What follows belongs to an exercise in optimizing a design on an open flow for small area; a production flow would make more cautious choices. The RTL of this run was laid out without a check of its function. No activity file was given, so power comes from the tool's default toggle rates.

### flow/run.sh
#!/bin/bash
# synth_recipe.tcl (not shown) runs the flow's synth.tcl, then flattens the netlist and writes it again
# the make line also repeats each setting of config.mk as NAME=value (left out here)
make -C /OpenROAD-flow-scripts/flow DESIGN_CONFIG=/design/flow/config.mk WORK_HOME=/design/flow/orfs CLKGATE_MAP_FILE= SYNTH_SCRIPT=/design/flow/synth_recipe.tcl finish
### flow/config.mk
export PLATFORM = sky130hd
export DESIGN_NAME = branch_predictor
export DESIGN_NICKNAME = branch_predictor
export VERILOG_FILES = /design/flow/design.v
export SDC_FILE = /design/flow/constraint.sdc
export NUM_CORES = 4
export LEC_CHECK = 0
export CAP_MARGIN = 20
export CORE_MARGIN = 2
export CORE_UTILIZATION = 40
export SLEW_MARGIN = 20
export SYNTH_HIERARCHICAL = 1
### flow/constraint.sdc
create_clock -name core_clock -period 6.5 [get_ports {clk}]
set_input_delay 1.3000 -clock core_clock [delete_from_list [all_inputs] [get_ports {clk}]]
set_output_delay 1.3000 -clock core_clock [all_outputs]
set_load 0.01 [all_outputs]
### flow/design.v
package branch_predictor_pkg;
  typedef enum logic [1:0] {SN = 2'b00, WN = 2'b01, WT = 2'b10, ST = 2'b11} ctr_e;
  localparam int DEF_ENTRIES = 32;
  function automatic integer idx_w(input integer entries);
    idx_w = $clog2(entries);
  endfunction
  function automatic integer tag_w(input integer xlen, input integer entries);
    tag_w = xlen - $clog2(entries) - 2;
  endfunction
endpackage
module sat_counter2 (
  input  branch_predictor_pkg::ctr_e state_i,
  input  logic taken_i,
  output branch_predictor_pkg::ctr_e next_o
);
  always_comb
    next_o = taken_i ? (state_i == branch_predictor_pkg::ST ? branch_predictor_pkg::ST
                                                            : branch_predictor_pkg::ctr_e'(state_i + 2'd1))
                     : (state_i == branch_predictor_pkg::SN ? branch_predictor_pkg::SN
                                                            : branch_predictor_pkg::ctr_e'(state_i - 2'd1));
endmodule
module bp_aoi222 (
  input  logic a0, b0, a1, b1, a2, b2,
  output logic y
);
  assign y = ~((a0 & b0) | (a1 & b1) | (a2 & b2));
endmodule
module bp_aoi22 (
  input  logic a0, b0, a1, b1,
  output logic y
);
  assign y = ~((a0 & b0) | (a1 & b1));
endmodule
module bp_rd (
  input  logic [31:0] sel,
  input  logic [31:0] d,
  output logic        y
);
  logic [10:0] n;
  for (genvar g = 0; g < 10; g++) begin : g_ao
    bp_aoi222 u_ao (.a0(sel[3*g]), .b0(d[3*g]), .a1(sel[3*g+1]), .b1(d[3*g+1]),
                    .a2(sel[3*g+2]), .b2(d[3*g+2]), .y(n[g]));
  end
  bp_aoi22 u_ao10 (.a0(sel[30]), .b0(d[30]), .a1(sel[31]), .b1(d[31]), .y(n[10]));
  assign y = ~&n;
endmodule
module bp_ld (
  input  logic e,
  input  logic k,
  input  logic d,
  input  logic q,
  output logic y
);
  assign y = (q & k) | (d & e);
endmodule
module branch_predictor (
  input  logic        clk,
  input  logic        rst_n,
  input  logic [31:0] IF_PC,
  output logic        predicted,
  output logic [31:0] predicted_target,
  input  logic        upd_valid,
  input  logic [31:0] upd_PC,
  input  logic        upd_taken,
  input  logic [31:0] upd_target,
  input  logic        upd_uncond,
  input  logic        upd_predicted,
  output logic        mispredict,
  output logic [15:0] mispredict_count
);
  localparam int EW = 28;   
  logic [31:0]          valid_q;
  logic [31:0][EW-1:0]  ent_q, ent_d;    
  logic [31:0][31:0]    tgt_q, tgt_d;
  logic [15:0]          cnt_q;
  logic [4:0]           f_idx, u_idx;
  logic [24:0]          f_tag, u_tag, f_rtag, u_rtag;
  logic [31:0]          f_sel, u_sel, we_r, wt_r;
  logic                 f_v, f_c1, u_v, u_unc, u_c1, u_c0;
  logic                 u_hit, wr_en, we_t, c1_d, c0_d, unc_d;
  logic                 unused_pc_lsbs;
  assign f_idx = IF_PC[6:2];
  assign f_tag = IF_PC[31:7];
  assign u_idx = upd_PC[6:2];
  assign u_tag = upd_PC[31:7];
  assign unused_pc_lsbs = ^{IF_PC[1:0], upd_PC[1:0]};
  assign f_sel = 32'd1 << f_idx;
  assign u_sel = 32'd1 << u_idx;
  logic [EW-1:0][31:0] ent_col;
  logic [31:0][31:0]   tgt_col;
  always_comb
    for (int i = 0; i < 32; i++) begin
      for (int b = 0; b < EW; b++) ent_col[b][i] = ent_q[i][b];
      for (int b = 0; b < 32; b++) tgt_col[b][i] = tgt_q[i][b];
    end
  bp_rd u_fv  (.sel(f_sel), .d(valid_q),    .y(f_v));
  bp_rd u_fc1 (.sel(f_sel), .d(ent_col[1]), .y(f_c1));
  bp_rd u_uv  (.sel(u_sel), .d(valid_q),    .y(u_v));
  bp_rd u_uc0 (.sel(u_sel), .d(ent_col[0]), .y(u_c0));
  bp_rd u_uc1 (.sel(u_sel), .d(ent_col[1]), .y(u_c1));
  bp_rd u_uun (.sel(u_sel), .d(ent_col[2]), .y(u_unc));
  for (genvar b = 0; b < 25; b++) begin : g_tag
    bp_rd u_ft (.sel(f_sel), .d(ent_col[b+3]), .y(f_rtag[b]));
    bp_rd u_ut (.sel(u_sel), .d(ent_col[b+3]), .y(u_rtag[b]));
  end
  for (genvar b = 0; b < 32; b++) begin : g_tgt
    bp_rd u_ftg (.sel(f_sel), .d(tgt_col[b]), .y(predicted_target[b]));
  end
  assign predicted = f_v && f_rtag == f_tag && f_c1;
  always_comb begin
    u_hit = u_v && u_rtag == u_tag;
    wr_en = upd_valid && (u_hit || upd_taken);
    we_t  = upd_valid && (upd_taken || (u_hit && upd_uncond));
    unc_d = u_hit ? u_unc : upd_uncond;
    if (!u_hit) begin
      c1_d = 1'b1;
      c0_d = upd_uncond;
    end else if (upd_uncond || u_unc) begin
      c1_d = 1'b1;
      c0_d = 1'b1;
    end else if (upd_taken) begin
      c1_d = u_c1 | u_c0;
      c0_d = u_c1 | ~u_c0;
    end else begin
      c1_d = u_c1 & u_c0;
      c0_d = u_c1 & ~u_c0;
    end
  end
  assign we_r = u_sel & {32{wr_en}};
  assign wt_r = u_sel & {32{we_t}};
  logic [EW-1:0] ent_w;
  assign ent_w = {u_tag, unc_d, c1_d, c0_d};
  for (genvar i = 0; i < 32; i++) begin : g_row
    for (genvar b = 0; b < EW; b++) begin : g_e
      bp_ld u_le (.e(we_r[i]), .k(~we_r[i]), .d(ent_w[b]), .q(ent_q[i][b]), .y(ent_d[i][b]));
    end
    for (genvar b = 0; b < 32; b++) begin : g_t
      bp_ld u_lt (.e(wt_r[i]), .k(~wt_r[i]), .d(upd_target[b]), .q(tgt_q[i][b]), .y(tgt_d[i][b]));
    end
  end
  assign mispredict = upd_valid && (upd_predicted ^ upd_taken);
  always_ff @(posedge clk) begin
    valid_q <= {32{rst_n}} & (valid_q | we_r);
    ent_q   <= ent_d;
    tgt_q   <= tgt_d;
    cnt_q   <= rst_n ? cnt_q + 16'(mispredict) : 16'd0;
  end
  assign mispredict_count = cnt_q;
endmodule
==> reports/qor.txt <==
Run status - no timing/DRC/antenna violations
First-pass GRT wire length - 453000 microns
CP Capture Type - primary output
Synthesized cell area - 71200 sq um
Syn nets - 5874
WP data required - 5200 ps
Top post-synthesis cells by area - dfxtp_1 (55%), a22o_1 (24%), a222oi_1 (12%)
Slew headroom - 21.3%
HP Start - tgt_q[9]$_DFF_P_
Crit path from - IF_PC[4]
Routed length per instance - 34.7 microns
Max-Cap Viols - 0
Hold Path Class - register to register
Sequential fraction of the synthesis area - 55.4%
Worst-path cell chain - clkdlybuf4s15_2 > or3b_4 > nor2_4 > buf_12 > a222oi_1 > nand4_1 > buf_6 > or3_1 > xor2_1 > nor4_2 > buf_4 > nand4_1 > nor4_1 > buf_4 > dlygate4sd2_1
RR Startpoint - ent_q[346]$_DFF_P_
Overflow after GRT - 0
RSZ-0062 raised after global routing - false
CORE AREA - 176000 sq um
DRT Pass-1 Iters - 11
Via count - 67300
Final setup viols - 0
Highest-count cells in the layout ignoring fill and taps - dfxtp_1 (1968), a22o_1 (1920), a222oi_1 (880)
Tcrit/Tclk final - 98.2%
IO buf count - 147
GRT Total Usage - 33.5%
Final setup margin - 120 ps
Skew-Pair Late Insertion Delay - 880 ps
DP Worst Slack - -547 ps
Maximum clock frequency - 157 MHz
Final Critical Period - 6380 ps
Post-synth EDFFs - 0
Pwr/cell area - 326 nW/um^2
CP Launch Type - input pin
Number of global-route vias before repair - 64200
Dominant synthesized flop cell - dfxtp_1
Mapped Avg Cell Area - 12.3 sq um
CTS Buf Count - 195
Setup CP Type - input pin to primary output
Final setup skew - 51.3 ps
Largest net degree at the start of global routing - 81
Largest area contributor in the netlist - dfxtp_1
WL final - 317000 microns
CTS root buffer - clkbuf_16
Worst vdd ir - 274 uV
Ys async rst share - 0%
Least-Margin Pin Slew - 1180 ps
Clock Tree Buf Depth - 3
Routability cong. - 0.955
Die height - 426 microns
DRC viols - 0
Row Count - 154
Nets@finish - 6741
Filler cells - 15500
Iteration-0 DRC Markers - 13200
FF+latch count, synth - 1968
Worst Path Max Fanout - 8
Crit path max-delay cell type - nand4_1
H-Tree Depth - 4
Initial antenna violation count - 28
Placed instance count - 8779
Post-synthesis instance total - 5770
Clock Sinks - 1968
DP HPWL - 192000 microns
Ys Warns - 7
Final Max Tran Viols - 0
P_leak - 34.0 nW
Count of cell types in the netlist - 38
I/O pins - 152
Synth top area share - 55.4%
Critical path arrival - 5080 ps
Worst-path clk slew - 60 ps
CTS tree - done
Die outline area - 181000 sq um
Initial Utilization - 40.3%
Avg Vias per Cell - 7.35
Commonest non-fill, non-tap cell in the layout - dfxtp_1
Antenna viol nets, final - 0
Die W - 426 microns
Fin. Hold Viols - 0
Layout Cells excl Fill - 9158
Area growth from synthesis to layout - 26.6%
Largest stage delay, worst path - 390 ps
Ratio of cells with drive above 1 in the final layout - 16.8%
Total power - 29.4 mW
-- report_power, final --
group,switching (mW),internal (mW),total [mW]
clock network,5.10,6.64,11.7
registers,1.03,13.6,14.6
logic,1.28,1.70,2.98
-- cell type report --
type                       instances  area, sq um  area share (%)
clock inverter                    76         1030            1.14
sequential                      1968        39400            43.7
multi-input combinational       3748        32700            36.3
tap                             2340         2930            3.25
clock buffer                     287         5660            6.28
antenna                           15         37.5          0.0417
timing repair buffer             722         8340            9.26
inverter                           2         7.51         0.00833
-- worst paths after layout --
kind | to | slack [ps] | cells past startpoint
hold / removal | tgt_q[9]$_DFF_P_ | 480 | 1
hold reg to reg | tgt_q[9]$_DFF_P_ | 480 | 1
setup / recovery | predicted | 120 | 15
setup reg to reg | tgt_q[360]$_DFF_P_ | 2240 | 13
-- per-stage QoR --
stage	hold slack, ps	utilization, %	TNS (ps)	instance area (sq um)
final	482	51.0	0	90100
after global routing	492	51.0	0	90100
after global placement	464	47.2	-617	83300
after floorplan	448	-	-215380	71400
after CTS	486	51.0	0	90000
after detailed placement	469	47.2	-547	83300
-- modules after synthesis, one instance, submodules excluded --
module | area [sq um] | cells
bp_ld | 8.76 | 1
branch_predictor | 42400 | 2530
bp_rd | 23.8 | 4
bp_aoi22 | 12.5 | 1
bp_aoi222 | 10.0 | 1
-- layer usage --
metal | wire (microns) | vias up | global-route usage [%]
met2 | 135000 | 4980 | 49.1
met5 | 79 | - | 0
met4 | 26300 | 12 | 24.5
met1 | 118000 | 33700 | 42.2
met3 | 38300 | 1026 | 8.96
li1 | - | 27700 | -
-- synthesized netlist by cell type, types with 5 or more instances --
library cell and instances:
nand3b_1 5, dfxtp_1 1968, nand2_1 109, nand4_1 186, a222oi_1 880, buf_6 7, nor3_1 70, clkbuf_1 38
xor2_1 36, and2_1 13, xnor2_1 27, or3_1 110, nor2_1 105, nand3_1 119, a22o_1 1920, o21ai_0 34
or2_2 6, nand2b_1 10, a22oi_2 88, nor4_1 8
-- sequential cells by signal (all words and copies together), names as in the netlist --
| signal | count |
|---|---|
| tgt_q | 1024 |
| ent_q | 896 |
| valid_q | 32 |
| cnt_q | 16 |
-- logic make-up after synthesis --
| kind of cell | after synthesis | synth area share (%) |
|---|---|---|
| fa+ha+maj | 4 | 0.0633 |
| flops | 1968 | 55.4 |
| simple gates | 753 | 5.56 |
| compound gates | 2927 | 37.9 |
| xor+xnor | 63 | 0.775 |
| mux | 1 | 0.0158 |
| buf+inv | 54 | 0.369 |
-- what timing repair did --
| item | 4_1_cts | 5_1_grt |
|---|---|---|
| resized for setup | 27 | 0 |
| hold buffers | 0 | 0 |
| pin swaps | 16 | 1 |
| setup buffers | 1 | 0 |
| setup endpoints to repair | 1 | 1 |
-- critical path: cells and delay by family --
family,cells,cell delay [ps]
AO/OA/AOI/OAI,1,350
AND/OR/NAND/NOR,7,2070
buffers and inverters,6,1190
XOR/XNOR,1,160

what the ideal ports hide:
The results above use ideal ports. As a check the final layout listed here was re-extracted and re-timed, cells and wires unchanged.
Step 1 sets driving cells, clkbuf_16 on the clock port and buf_2 on the other inputs (assumed; they add their load-dependent delay and slew).
Step 2 also shifts input and output timing later by t, the mid clock arrival at the registers, as if the neighbouring blocks saw the same clock.
Slacks: ideal ports / drivers / drivers and shift; pairs: ideal ports / drivers.
t (ns): 0.947
setup slack, ns: 0.120 / -0.022 / -0.419
worst hold slack (ns): 0.482 / 0.482 / 0.482
Met with ideal ports but missed after step 2: setup timing in this run. The setup slack of this run moves by -0.142 ns with the drivers and by -0.539 ns with both steps.
